From an optimization exercise on the open Yosys and OpenROAD flow, aimed at small area; shortcuts taken in it are not production practice. In this exercise RTL edits were held to simulation tests only and were not proved equivalent to the original. Power is estimated from default activity; no workload was simulated.

### flow/flow/run.sh
#!/bin/bash
# Standard ORFS layout (the standard.sh) with two changes: the port
# buffers are sky130_fd_sc_hd__buf_1, and the clock tree uses clkbuf_8
# with larger sink clusters and no dummy loads. Each step logs to its own file.
set -euo pipefail
export BUFFER_PORTS_ARGS="-buffer_cell sky130_fd_sc_hd__buf_1"
export CTS_ARGS="-sink_clustering_enable -repair_clock_nets -dont_use_dummy_load -buf_list sky130_fd_sc_hd__clkbuf_8 -sink_clustering_size 18 -sink_clustering_max_diameter 70"
bash standard.sh synth > synth.log 2>&1
bash standard.sh floorplan > floorplan.log 2>&1
bash standard.sh place > place.log 2>&1
bash standard.sh cts > cts.log 2>&1
bash standard.sh route > route.log 2>&1
bash standard.sh finish > finish.log 2>&1
### flow/standard.sh
#!/bin/bash
# synth_recipe.tcl (not shown) runs the flow's synth.tcl, then flattens the netlist and writes it again
# the make line also repeats each setting of config.mk as NAME=value (left out here)
make -C /OpenROAD-flow-scripts/flow DESIGN_CONFIG=/design/flow/config.mk WORK_HOME=/design/flow/orfs CLKGATE_MAP_FILE= SYNTH_SCRIPT=/design/flow/synth_recipe.tcl "${@:-finish}"
### flow/config.mk
export PLATFORM = sky130hd
export DESIGN_NAME = trace_retire_buffer
export DESIGN_NICKNAME = trace_retire_buffer
export VERILOG_FILES = /design/flow/design.v
export SDC_FILE = /design/flow/constraint.sdc
export NUM_CORES = 4
export LEC_CHECK = 0
export CAP_MARGIN = 20
export CORE_MARGIN = 2
export CORE_UTILIZATION = 40
export PLACE_DENSITY = 0.6
export SLEW_MARGIN = 20
export SYNTH_HIERARCHICAL = 1
### flow/constraint.sdc
create_clock -name core_clock -period 5.0 [get_ports {clk}]
set_input_delay 1.0000 -clock core_clock [delete_from_list [all_inputs] [get_ports {clk}]]
set_output_delay 1.0000 -clock core_clock [all_outputs]
set_load 0.01 [all_outputs]
### flow/design.v
module trace_retire_buffer #(
    parameter int DEPTH = 8,
    parameter int CNT_W = 16
) (
    input  logic             clk,
    input  logic             rst,
    input  logic             trace_en,
    input  logic             ret_valid,
    input  logic [31:0]      ret_pc,
    input  logic [31:0]      ret_insn,
    input  logic [4:0]       ret_rd_addr,
    input  logic [31:0]      ret_rd_wdata,
    input  logic             trc_ready,
    input  logic             cyc_wr,
    input  logic [31:0]      cyc_wdata,
    input  logic             instret_wr,
    input  logic [63:0]      instret_wdata,
    output logic             trc_valid,
    output logic [31:0]      trc_pc,
    output logic [31:0]      trc_insn,
    output logic [4:0]       trc_rd_addr,
    output logic [31:0]      trc_rd_wdata,
    output logic [31:0]      trc_cycle,
    output logic [2:0]       trc_class,
    output logic [63:0]      instret,
    output logic [CNT_W-1:0] drop_cnt,
    output logic             overflow
);
    localparam int PTR_W = $clog2(DEPTH);
    localparam int ENTRY_W = 32 + 32 + 5 + 32 + 32;   
    localparam logic [2:0] CLS_ALU    = 3'd0;
    localparam logic [2:0] CLS_BRANCH = 3'd1;
    localparam logic [2:0] CLS_JUMP   = 3'd2;
    localparam logic [2:0] CLS_LOAD   = 3'd3;
    localparam logic [2:0] CLS_STORE  = 3'd4;
    localparam logic [2:0] CLS_SYSTEM = 3'd5;
    localparam logic [2:0] CLS_UNK    = 3'd7;
    logic [ENTRY_W-1:0] mem [DEPTH];
    logic [ENTRY_W-1:0] new_e, head;
    logic [PTR_W-1:0]   wr_ptr;            
    logic [DEPTH-1:0]   wr_dec;            
    logic [DEPTH-1:0]   rd_sel;            
    logic               last_push;         
    logic               match;             
    logic [31:0]        cyc;
    logic [63:0]        instret_q;
    logic [CNT_W-1:0]   drop_q;
    logic               overflow_q;
    logic               empty, full, push, pop, drop;
    function automatic logic [2:0] classify(input logic [31:0] insn);
        logic [6:0] op;
        logic [2:0] f3;
        logic [2:0] c;
        op = insn[6:0];
        f3 = insn[14:12];
        c  = CLS_UNK;
        case (op)
            7'b0110111, 7'b0010111, 7'b0110011, 7'b0010011: c = CLS_ALU;
            7'b1100011: if (f3 != 3'b010 && f3 != 3'b011) c = CLS_BRANCH;
            7'b1101111: c = CLS_JUMP;
            7'b1100111: if (f3 == 3'b000) c = CLS_JUMP;
            7'b0000011: if (f3 == 3'b000 || f3 == 3'b001 || f3 == 3'b010 ||
                            f3 == 3'b100 || f3 == 3'b101) c = CLS_LOAD;
            7'b0100011: if (f3 == 3'b000 || f3 == 3'b001 || f3 == 3'b010) c = CLS_STORE;
            7'b0001111: if (f3 == 3'b000 || f3 == 3'b001) c = CLS_SYSTEM;
            7'b1110011: begin
                if (f3 == 3'b000) begin
                    if (insn == 32'h00000073 || insn == 32'h00100073 ||
                        insn == 32'h30200073 || insn == 32'h10500073)
                        c = CLS_SYSTEM;
                end else if (f3 != 3'b100) begin
                    c = CLS_SYSTEM;
                end
            end
            default: c = CLS_UNK;
        endcase
        classify = c;
    endfunction
    function automatic logic [63:0] inc_carry64(input logic [63:0] q, input logic cin);
        logic [15:0] g;
        logic [16:0] gc;
        logic [63:0] c;
        for (int k = 0; k < 16; k++) g[k] = &q[4*k +: 4];
        gc[0] = cin;
        for (int k = 0; k < 16; k++) gc[k+1] = gc[k] & g[k];
        for (int k = 0; k < 16; k++) begin
            c[4*k]   = gc[k];
            c[4*k+1] = gc[k] & q[4*k];
            c[4*k+2] = gc[k] & q[4*k] & q[4*k+1];
            c[4*k+3] = gc[k] & q[4*k] & q[4*k+1] & q[4*k+2];
        end
        inc_carry64 = c;
    endfunction
    logic [63:0] cyc_c, instret_c, drop_c;
    logic [31:0] cyc_d;
    logic [63:0] instret_d;
    assign cyc_c     = inc_carry64({32'd0, cyc}, 1'b1);
    assign instret_c = inc_carry64(instret_q, ret_valid);
    assign drop_c    = inc_carry64({48'd0, drop_q}, drop && (drop_q != '1));
    for (genvar i = 0; i < 32; i++) begin : g_cyc
        trb_cbit u_b (.q(cyc[i]), .c(cyc_c[i]), .wr(cyc_wr), .w(cyc_wdata[i]), .d(cyc_d[i]));
    end
    for (genvar i = 0; i < 64; i++) begin : g_ins
        trb_cbit u_b (.q(instret_q[i]), .c(instret_c[i]), .wr(instret_wr), .w(instret_wdata[i]),
                      .d(instret_d[i]));
    end
    always_comb begin
        for (int i = 0; i < DEPTH; i++) wr_dec[i] = (wr_ptr == PTR_W'(i));
        match = |(rd_sel & wr_dec);
        empty = match && !last_push;
        full  = match && last_push;
        pop   = !empty && trc_ready;
        push  = ret_valid && trace_en && (!full || pop);
        drop  = ret_valid && trace_en && full && !pop;
    end
    assign new_e = {ret_pc, ret_insn, ret_rd_addr, ret_rd_wdata, cyc};
    always_ff @(posedge clk or posedge rst) begin
        if (rst) begin
            cyc        <= '0;
            instret_q  <= '0;
            drop_q     <= '0;
            overflow_q <= 1'b0;
        end else begin
            cyc       <= cyc_d;
            instret_q <= instret_d;
            drop_q    <= drop_q ^ drop_c[CNT_W-1:0];
            if (drop) overflow_q <= 1'b1;
        end
    end
    always_ff @(posedge clk or posedge rst) begin
        if (rst) begin
            wr_ptr    <= '0;
            rd_sel    <= DEPTH'(1);
            last_push <= 1'b0;
        end else begin
            if (push) wr_ptr <= wr_ptr + 1'b1;
            if (pop)  rd_sel <= {rd_sel[DEPTH-2:0], rd_sel[DEPTH-1]};
            if (push != pop) last_push <= push;
        end
    end
    always_ff @(posedge clk) begin
        for (int i = 0; i < DEPTH; i++)
            if (push && wr_dec[i]) mem[i] <= new_e;
    end
    logic [ENTRY_W-1:0] g0, g1;
    logic               rd_zero;    
    assign rd_zero = (trc_rd_addr == 5'd0);
    for (genvar b = 0; b < ENTRY_W; b++) begin : g_rd
        trb_aoi3 u_g0 (.a0(mem[0][b]), .a1(mem[1][b]), .a2(mem[2][b]),
                       .s0(rd_sel[0]), .s1(rd_sel[1]), .s2(rd_sel[2]), .y(g0[b]));
        trb_aoi3 u_g1 (.a0(mem[3][b]), .a1(mem[4][b]), .a2(mem[5][b]),
                       .s0(rd_sel[3]), .s1(rd_sel[4]), .s2(rd_sel[5]), .y(g1[b]));
        if (b >= 32 && b < 64) begin : g_wd
            trb_fin2z u_g2 (.g0(g0[b]), .g1(g1[b]), .a0(mem[6][b]), .a1(mem[7][b]),
                            .s0(rd_sel[6]), .s1(rd_sel[7]), .z(rd_zero), .y(head[b]));
        end else begin : g_nz
            trb_fin2 u_g2 (.g0(g0[b]), .g1(g1[b]), .a0(mem[6][b]), .a1(mem[7][b]),
                           .s0(rd_sel[6]), .s1(rd_sel[7]), .y(head[b]));
        end
    end
    assign trc_valid    = !empty;
    assign {trc_pc, trc_insn, trc_rd_addr, trc_rd_wdata, trc_cycle} = head;
    assign trc_class    = classify(trc_insn);
    assign instret      = instret_q;
    assign drop_cnt     = drop_q;
    assign overflow     = overflow_q;
endmodule
module trb_aoi3 #(parameter int W = 1) (
    input  logic [W-1:0] a0, a1, a2,
    input  logic         s0, s1, s2,
    output logic [W-1:0] y
);
    assign y = ~((a0 & {W{s0}}) | (a1 & {W{s1}}) | (a2 & {W{s2}}));
endmodule
module trb_fin2 (
    input  logic g0, g1, a0, a1, s0, s1,
    output logic y
);
    assign y = ~(g0 & g1 & ~((a0 & s0) | (a1 & s1)));
endmodule
module trb_fin2z (
    input  logic g0, g1, a0, a1, s0, s1, z,
    output logic y
);
    assign y = ~(g0 & g1 & ~((a0 & s0) | (a1 & s1))) & ~z;
endmodule
module trb_cbit (
    input  logic q, c, wr, w,
    output logic d
);
    assign d = wr ? w : (q ^ c);
endmodule
==> summary.txt, run 1 <==
Critical path
The largest individual stage delay along the critical path comes from the cell sky130_fd_sc_hd__dfrtp_4. The kind of launch point of the worst setup path is a register. The top cell family by delay on the critical path is simple AND/OR/NAND/NOR gates.

By startpoint and endpoint, the worst setup path is classified as reg -> out. Data arrives at the worst endpoint at approximately 3.8 ns. Together, buffers and inverters on the worst path number 2. In this run the worst path has a maximum fanout of 32. The signal on the critical path passes through buf_4, a222oi_1, nand3_1, nor4_2, nand2_1, nor3_1, o21ai_0, buf_1.

Data on the critical path is required at its endpoint by ~4 ns. On the worst path, the slowest cell contributes a delay of 0.72 ns. The worst setup path is captured at a primary output.

Logic synthesis
Dividing the synthesized area by the synthesized cell count gives 18.7 sq um. The post-synthesis sequential element count is ~1200. Of the total synthesized cell area, the portion taken by XOR and XNOR cells is 0.0206. Of the total synthesized cell area, the portion taken by AND, OR, NAND and NOR gates is 0.0463. By area the synthesized netlist is led by sky130_fd_sc_hd__edfxtp_1 74%, sky130_fd_sc_hd__dfrtp_1 7.2%, sky130_fd_sc_hd__a222oi_1 6.3%, sky130_fd_sc_hd__a22oi_1 2.3%, sky130_fd_sc_hd__xnor2_1 2.0%. In the synthesized netlist the async set-or-reset flop fraction comes to 0.105. The mapped cell area is 42900 sq um. For this run, the register share of the synthesized area comes to 0.817. The post-synthesis share of cell area spent on full adders, half adders and majority gates is 0.00525.

The compound-gate portion of the synthesized area came to 0.105. The post-synthesis cell count is between 2000 and 2500. Yosys printed 9 warnings. The top-area cell type share of the netlist area is 0.744. In the synthesized netlist the dominant register cell turns out to be sky130_fd_sc_hd__edfxtp_1.

The number of synthesized flops with an enable pin is between 1000 and 1500. Synthesis produced a netlist with a net count of 2517. The count of different cell masters after synthesis is 50. Measured against the total synthesized area, the mux share comes to 0.00283. After synthesis, the largest family of logic cells by area is compound AO/OA/AOI/OAI gates. The cell taking the most area after synthesis is sky130_fd_sc_hd__edfxtp_1.

GRT
The via count of the first global-routing pass is ~26000. The wire length of the first global-routing pass is 169000 microns. The number of antenna violations at the first check in global routing came to 15. The met1 track utilization from global routing is 0.268. In this run the most used layer during global routing was met2. Global routing finished with a remaining overflow of 0. In the global route stage, overall resource usage came out at 0.205. For this run, global-route usage on met3 was measured as 0.0474.

The met2 routing resource usage after global routing is 0.347. The maximum number of pins on one net before global-route repair is 107.

STA
Of the available clock period, the critical path in the final layout requires 0.951. Static timing analysis puts the maximum clock frequency at 210 MHz. The number of max-slew violations in the final report was 0.

The hold violation count in the final report was 0. Setup slack on the critical path of the routed design comes to 0.244 ns. The clock skew is 0.127 ns. Setup repair after global routing left no endpoint under its margin. The max-slew headroom at the worst pin is 0.379. The final count of negative-setup-slack endpoints is 0. The routed design could run at a clock period as short as 4.76 ns. The worst-margin pin slew is 0.932 ns.

Floorplanning
After floorplanning, the core was sized to cover ~110000 sq um. The number of cell rows is 120. The die area is 110000 sq um.

The effective utilization at floorplan is 0.402. The die is 332 microns tall. The width of the die is between 300 and 400 microns. The number of ports placed on the die boundary is 422.

Cells and area
At the end of the flow, the number of nets in the layout was 3092. The final design instance area without fill is 48400 sq um. Compared with the post-synthesis result, the final layout area differs by 12.7%. The count of filler cells inserted in the layout is just over 9000. At the end of the flow the core is filled with cells to 0.453. The total area of multi-input combinational cells is 7770 sq um.

The share of post-route cells with drive strength above 1 is 0.0683. The area of all sequential standard cells is 35100 sq um. The finished layout holds ~4300 standard cells, fillers aside.

Route
Using the TritonRoute via totals, the vias-per-cell ratio works out to between 5 and 6. For this run, design rule violations remaining after detail routing come to 0. The number of vias in the routed layout is 25100. The count of routing violations after the opening detailed-route iteration is 3120. The final layout contains routed wiring with a total length of 116000 microns. The total iterations of the first detailed-routing run is 10. The remaining number of nets flagged by the antenna check after routing is 0. The routed wire length per instance is about 27 microns.

Clocking
The clock edge transition at the registers on the reported setup and hold paths is 0.10 ns. The count of hold-fix buffers inserted at cts is 0. TritonCTS built the clock tree. The total clock sinks is approximately 1200. The clock insertion delay at the later pin of the skew report is 0.78 ns.

The root cell of the clock tree is sky130_fd_sc_hd__clkbuf_8. In this run, CTS created clock tree buffers numbering 87. The number of levels in the clock H-tree is 3.

The maximum root-to-sink buffer count is 3.

Power and ir drop
Power spread over the standard cell area amounts to 360 nW/um^2. The maximum vdd drop is 216 uV. In this run the static leakage power is roughly 15 nW.

Job
The tool flagged a number of max-cap violations equal to 0.

Placement
At the placement stage, the worst setup path has a slack of 0.711 ns. Routability-driven placement finished with a final weighted congestion of ~0.91. Port buffering added 421 buffers. The post-DP HPWL is around 70000 microns. The placed instances occupy a cell area of 47100 sq um. Including well taps, the total number of placed cells is 4181.

Status
The flow ran to the end and the layout has no timing, DRC or antenna violations.

Hold path
The path category of the worst min-delay check is in -> reg.
-- per-module statistics from Yosys (local to each module, per instance) --
module | times used | area [sq um]
trace_retire_buffer | 1 | 36900
trb_cbit | 96 | 17.5
trb_fin2z | 32 | 13.8
trb_fin2 | 101 | 12.5
trb_aoi3 | 266 | 10.0
-- where the power goes --
part	internal, mW	switching (mW)	leakage (nW)
Combinational	0.273	0.806	3.43
Clock	1.56	2.85	0.626
Sequential	11.6	0.306	11.2
Total	13.5	3.97	15.2
-- routing by layer --
metal	wire length, microns	vias up
met4	2240	10
met2	56800	1194
met3	9920	147
met5	61	-
li1	-	10900
met1	46600	12800
-- cell usage after synthesis (all sizes together) (17+ instances only) --
cell	instances
and3	35
nor3	17
and2	25
o21ai	98
inv	25
nand3	120
nand2	121
a22oi	134
xnor2	97
nor2	29
dfrtp	124
a222oi	269
a31oi	33
ha	18
edfxtp	1064
-- final cells by class --
type | instances | share of cell area
sequential | 1189 | 0.725
clock buffer | 87 | 0.0247
tap | 1403 | 0.0363
multi-input combinational | 1076 | 0.161
antenna | 12 | 0.000620
inverter | 25 | 0.00204
timing repair buffer | 491 | 0.0503
-- worst reg2reg max path: cells and delay by family (launching register included) --
kind | cells | cell delay, ns
AO/OA/AOI/OAI | 3 | 1.49
buffers and inverters | 2 | 0.67
flip-flops | 1 | 0.68
AND/OR/NAND/NOR | 2 | 0.70
-- state kept, by name (all words and copies together) (netlist names) --
| signal | count |
|---|---|
| instret_q | 64 |
| last_push | 1 |
| mem | 1064 |
| cyc | 32 |
| drop_q | 16 |
| rd_sel | 8 |
| overflow_q | 1 |
| wr_ptr | 3 |
-- stage by stage --
step	setup TNS [ns]	total power, mW	hold WS (ns)
2_1_floorplan	-288.12	12.6	0.504
3_3_place_gp	0	13.2	0.466
3_5_place_dp	0	13.3	0.469
4_1_cts	0	17.6	0.366
5_1_grt	0	18.1	0.413
6_report	0	17.4	0.468
-- cell usage in the layout (no fill, tap or decap), types with 2 or more instances in the layout --
cell type,count
sky130_fd_sc_hd__nor2_1,28
sky130_fd_sc_hd__a21oi_1,2
sky130_fd_sc_hd__nor3_1,17
sky130_fd_sc_hd__a22oi_1,134
sky130_fd_sc_hd__o22ai_1,3
sky130_fd_sc_hd__dfrtp_4,7
sky130_fd_sc_hd__buf_4,44
sky130_fd_sc_hd__buf_12,26
sky130_fd_sc_hd__or2_2,4
sky130_fd_sc_hd__dfrtp_1,117
sky130_fd_sc_hd__a31oi_1,33
sky130_fd_sc_hd__ha_1,18
sky130_fd_sc_hd__and2_1,23
sky130_fd_sc_hd__nand4_1,15
sky130_fd_sc_hd__a222oi_1,269
sky130_fd_sc_hd__buf_1,419
sky130_fd_sc_hd__diode_2,12
sky130_fd_sc_hd__and2_4,2
sky130_fd_sc_hd__inv_1,23
sky130_fd_sc_hd__mux2i_1,2
sky130_fd_sc_hd__clkbuf_8,87
sky130_fd_sc_hd__nand3_1,120
sky130_fd_sc_hd__and3_4,6
sky130_fd_sc_hd__or4_1,5
sky130_fd_sc_hd__nor4_1,8
sky130_fd_sc_hd__o21ai_1,97
sky130_fd_sc_hd__nand2b_1,4
sky130_fd_sc_hd__xor2_1,4
sky130_fd_sc_hd__and3_1,28
sky130_fd_sc_hd__nand2_1,121
sky130_fd_sc_hd__and4_1,5
sky130_fd_sc_hd__mux2_2,9
sky130_fd_sc_hd__xnor2_1,97
sky130_fd_sc_hd__edfxtp_1,1064
-- kinds of logic (layout without fill, tap and decap cells) --
kind of cell    count (synthesis)  after routing
other cells                     1             13
mux                            11             11
simple gates                  397            397
fa+ha+maj                      18             18
xor+xnor                      101            101
flops                        1189           1189
buf+inv                        30            603
compound gates                548            548
-- what timing repair did --
action,4_1_cts,5_1_grt
resized for setup,0,1
endpoints found under the setup margin,1,1
setup buffers,1,2
-- final timing paths --
path                              startpoint            end  slack (ns)  cells past startpoint
min in group asynchronous                rst      rd_sel[2]        0.50                      2
worst min register to register    overflow_q     overflow_q        0.49                      1
max in group asynchronous                rst  instret_q[43]        3.41                      3
worst max-delay path               rd_sel[2]   trc_class[1]        0.24                      8
worst min-delay path            cyc_wdata[7]         cyc[7]        0.47                      3
worst max register to register     rd_sel[5]     mem[0][58]        1.08                      7
==> run 2, diff against run 1 <==
--- a/flow/flow/run.sh
+++ b/flow/flow/run.sh
@@ -4,7 +4,7 @@
 # with larger sink clusters and no dummy loads. Each step logs to its own file.
 set -euo pipefail
 export BUFFER_PORTS_ARGS="-buffer_cell sky130_fd_sc_hd__buf_1"
-export CTS_ARGS="-sink_clustering_enable -repair_clock_nets -dont_use_dummy_load -buf_list sky130_fd_sc_hd__clkbuf_8 -sink_clustering_size 18 -sink_clustering_max_diameter 70"
+export CTS_ARGS="-sink_clustering_enable -repair_clock_nets -dont_use_dummy_load -buf_list sky130_fd_sc_hd__clkbuf_8 -sink_clustering_size 16 -sink_clustering_max_diameter 60"
 bash standard.sh synth > synth.log 2>&1
 bash standard.sh floorplan > floorplan.log 2>&1
 bash standard.sh place > place.log 2>&1
--- a/flow/config.mk
+++ b/flow/config.mk
@@ -7,7 +7,7 @@
 export LEC_CHECK = 0
 export CAP_MARGIN = 20
 export CORE_MARGIN = 2
-export CORE_UTILIZATION = 40
-export PLACE_DENSITY = 0.6
+export CORE_UTILIZATION = 55
+export PLACE_DENSITY = 0.65
 export SLEW_MARGIN = 20
 export SYNTH_HIERARCHICAL = 1
==> summary.txt, run 2 <==
STA
The final cycle utilization of the critical path is 0.914 (was 0.951). The clock skew is 0.0627 ns (was 0.127 ns). The max-slew headroom at the worst pin is 0.285 (was 0.379). Unrepaired setup endpoints after global routing: false (unchanged). The worst hold margin is 0.253 ns (was 0.468 ns). The peak clock frequency supported by timing is 219 MHz (was 210 MHz).

The minimum clock period is 4.57 ns (was 4.76 ns). The final count of negative-setup-slack endpoints came to 0 (unchanged). The hold violation count in the final report is 0 (unchanged).

The number of max-slew violations in the final report is 0 (unchanged). The final worst setup slack is 0.428 ns (was 0.244 ns). The worst-margin pin slew was 1.07 ns (was 0.932 ns).

Logic synthesis
The share of the yosys chip area belonging to registers is 0.817 (unchanged). Most common library cells after synthesis: 1064 x sky130_fd_sc_hd__edfxtp_1, 269 x sky130_fd_sc_hd__a222oi_1, 134 x sky130_fd_sc_hd__a22oi_1 (unchanged). The primary flip-flop cell chosen by synthesis mapping is sky130_fd_sc_hd__edfxtp_1 (unchanged).

The post-synthesis cell count is 2295 (unchanged). The mapped cell area came to 42900 sq um (unchanged). The post-synthesis sequential element count is 1189 (unchanged).

The total nets after synthesis is 2517 (unchanged). The number of synthesis warnings is 9 (unchanged). The top-area cell type share of the netlist area was 0.744 (unchanged). The library cell with the highest instance count after synthesis is sky130_fd_sc_hd__edfxtp_1 (unchanged).

The cell taking the most area after synthesis was sky130_fd_sc_hd__edfxtp_1 (unchanged). The count of different cell masters after synthesis is 50 (unchanged). The number of synthesized flops with an enable pin is 1064 (unchanged). The fraction of registers with async set/reset is 0.105 (unchanged). Synth top area cells: sky130_fd_sc_hd__edfxtp_1 74%, sky130_fd_sc_hd__dfrtp_1 7.2%, sky130_fd_sc_hd__a222oi_1 6.3%, sky130_fd_sc_hd__a22oi_1 2.3%, sky130_fd_sc_hd__xnor2_1 2.0% (unchanged). The average cell area after synthesis was 18.7 sq um (unchanged).

Placement
The final weighted congestion in routability-driven placement is 0.845 (was 0.909). The placed cell count came to 3801 (was 4181). The post-place setup slack is 1.13 ns (was 0.711 ns). The number of port buffers was 421 (unchanged). The post-DP HPWL is 59900 microns (was 68500 microns).

Power and ir drop
The combinational share of power was 0.060 (was 0.062). The maximum vdd drop is 174 uV (was 216 uV). The sequential share of power is 0.685 (about the same). The leakage dissipation is 15.1 nW (was 15.2 nW).

The clock share of power came to 0.254 (was 0.253). The internal power of the cells is 13.5 mW (about the same). The total power divided by cell area came to 364 nW/um^2 (was 360 nW/um^2).

The switching fraction of total power was 0.224 (was 0.228). The reported net switching power was 3.90 mW (was 3.97 mW).

Floorplanning
The die area is 80300 sq um (was 110000 sq um). The die extent in y was 283 microns (was 332 microns). The number of cell rows is 102 (was 120). The area of the core is 77300 sq um (was 107000 sq um). The number of ports placed on the die boundary is 422 (unchanged). The width of the die is 283 microns (was 332 microns). The effective utilization at floorplan is 0.555 (was 0.402).

Critical path
The reg-to-reg critical path startpoint is rd_sel[2] (was rd_sel[5]). The endpoint of the most critical register-to-register path is mem[7][49] (was mem[0][58]). The cell count of the worst reg-to-reg path is 6 (was 7). The signal arrival time at the worst endpoint was 3.57 ns (was 3.76 ns). The kind of capture point of the worst setup path is a primary output (unchanged). The reg2reg setup slack is 1.08 ns (about the same). The kind of launch point of the worst setup path is a register (unchanged). The required time of the worst setup path is 4.00 ns (about the same). The critical path start-end classification is reg -> out (unchanged). The highest fanout seen on the critical path is 57 (was 32).

Cells and area
The flip-flop count of the largest register after layout is 1064 (unchanged). The area added between synthesis and finish is 11.3% (was 12.7%). Leading cell types in the layout, fill and taps excluded: 1064 x sky130_fd_sc_hd__edfxtp_1, 419 x sky130_fd_sc_hd__buf_1, 269 x sky130_fd_sc_hd__a222oi_1 (unchanged). The net count of the finished layout is 3076 (was 3092). The post-layout instance count excluding filler cells is 3899 (was 4283). The largest register by flop count is mem (unchanged). The most common library cell in the layout ignoring fill and taps is sky130_fd_sc_hd__edfxtp_1 (unchanged).

Largest registers: mem: 1064 flops, instret_q: 64 flops, cyc: 32 flops (unchanged). The share of post-route cells with drive strength above 1 is 0.0628 (was 0.0683).

Clocking
The clock insertion delay at the later pin of the skew report was 0.70 ns (was 0.78 ns). The total clock sinks is 1189 (unchanged). The total CTS buffers is 90 (was 87).

The post-cts repair resize count is 0 (unchanged). The number of levels in the clock H-tree came to 3 (unchanged). The buffers inserted during post-CTS setup optimization is 0 (was 1). The count of hold-fix buffers inserted at cts was 0 (unchanged). The clock edge transition at the registers on the reported setup and hold paths is 0.08 ns (was 0.10 ns). The maximum root-to-sink buffer count is 3 (unchanged).

The root cell of the clock tree is sky130_fd_sc_hd__clkbuf_8 (unchanged). The TritonCTS clock tree is done (unchanged).

Status
Run status: no timing/DRC/antenna violations (unchanged).

Hold path
The path category of the worst min-delay check is in -> async (was in -> reg).

GRT
The all-layer global routing usage is 0.259 (was 0.205). The remaining global-route overflow is 0 (unchanged). The maximum number of pins on one net before global-route repair is 103 (was 107).

The number of antenna violations at the first check in global routing was 13 (was 15). The via count of the first global-routing pass is 25400 (was 25700). The wire length of the first global-routing pass came to 158000 microns (was 169000 microns).

Route
The ratio of routed vias to standard cells is 6.48 (was 5.87). The DRC violation count after routing was 0 (unchanged). The total wire length after detailed routing is 106000 microns (was 116000 microns).

The routed wire length per instance is 27.1 microns (was 27.0 microns). The number of vias in the routed layout was 25300 (was 25100). The remaining number of nets flagged by the antenna check after routing is 0 (unchanged). The total iterations of the first detailed-routing run came to 12 (was 10). The count of routing violations after the opening detailed-route iteration was 3539 (was 3120).

Job
The number of violations of the max-capacitance limit is 0 (unchanged).
[run 2: layout make-up]
cell class              instances  area [sq um]
fillers                      5700         29600
multi-input cells            1076          7760
repair buffers                472          2230
diodes                          7          17.5
inverters                      25          98.8
clock buffers                  90          1240
flip-flops and latches       1189         35100
well taps                    1040          1300
[run 2: how the worst max path moves through the flow]
stage,start,end,depth (start not counted)
floorplan,rd_sel[6],mem[0][0],6
global placement,rd_sel[2],mem[7][64],6
detailed placement,rd_sel[2],mem[7][67],6
CTS,rd_sel[2],trc_rd_wdata[22],8
global route,rd_sel[2],trc_rd_wdata[22],8
finish,rd_sel[2],trc_rd_wdata[22],8
[run 2: critical path, stage by stage, from the launching register on]
cell and delay, ns:
sky130_fd_sc_hd__dfrtp_4 0.81, sky130_fd_sc_hd__buf_4 0.34, sky130_fd_sc_hd__a222oi_1 0.33, sky130_fd_sc_hd__nand3_1 0.17
sky130_fd_sc_hd__or4_1 0.52, sky130_fd_sc_hd__nor2_2 0.13, sky130_fd_sc_hd__buf_4 0.26, sky130_fd_sc_hd__a31oi_1 0.12
sky130_fd_sc_hd__buf_1 0.17
[run 2: routing by layer]
metal	vias up	wire, microns	global-route usage
li1	10900	-	-
met5	-	69	0
met1	13000	41900	0.358
met4	12	1930	0.0632
met3	142	8860	0.0441
met2	1177	52700	0.435
[run 2: Yosys stat by module (local to each module, per instance)]
module | flops+latches | area [sq um]
trace_retire_buffer | 1189 | 36900
trb_cbit | 0 | 17.5
trb_fin2z | 0 | 13.8
trb_fin2 | 0 | 12.5
trb_aoi3 | 0 | 10.0
[run 2: power groups by stage]
stage,logic (mW),registers [mW],clock network (mW)
finish,1.05,11.9,4.43
global route,1.14,12.0,4.87
CTS,1.06,11.9,4.54
detailed placement,1.06,12.1,0
global placement,1.04,12.1,0
floorplan,0.463,12.1,0
[run 2: cells by family (layout without fill, tap and decap cells)]
family	after synthesis	count (layout)	share of synthesized area
adders and majority gates	18	18	0.00525
muxes	11	11	0.00283
and+or+nand+nor	397	397	0.0463
other	1	8	0.0000874
xor gates and xnor gates	101	101	0.0206
DFF	1189	1189	0.817
AOI/OAI and AO/OA	548	548	0.105
buffers and inverters	30	587	0.00280
[run 2: through the flow]
stage,power (mW),util,TNS (ns),area [sq um]
3_3_place_gp,13.1,0.601,0,46500
2_1_floorplan,12.6,-,-288.12,42900
4_1_cts,17.5,0.617,0,47700
5_1_grt,18.0,0.617,0,47800
3_5_place_dp,13.2,0.601,0,46500
6_report,17.4,0.617,0,47800

separate check: timing with driven ports:
Ports are ideal in the flow. The routed layouts listed here were re-timed in OpenROAD. Step 1 (the two cells are an assumption about what drives the block):
set clk [get_ports {clk}]
set_driving_cell -lib_cell sky130_fd_sc_hd__clkbuf_16 $clk
set_driving_cell -lib_cell sky130_fd_sc_hd__buf_2 [delete_from_list [all_inputs] $clk]
Step 2, shift: input delay + t, output delay - t, t = (earliest + latest rising clock arrival at the registers) / 2. This alone moves slack from input paths to output paths. Three values: ideal ports, drivers, drivers and shift; two values: the first two.
run | shift t [ns] | setup WS [ns] | clock arrival spread, ns | worst register clock-pin slew, ns | worst slew at a driven data input, ns
run 1 | 0.770 | 0.244 / 0.185 / 0.955 | 0.139 / 0.139 | 0.11 / 0.11 | 0.18
run 2 | 0.756 | 0.428 / 0.356 / 1.084 | 0.088 / 0.089 | 0.10 / 0.10 | 0.12
After both steps setup and hold are still met in every run listed.
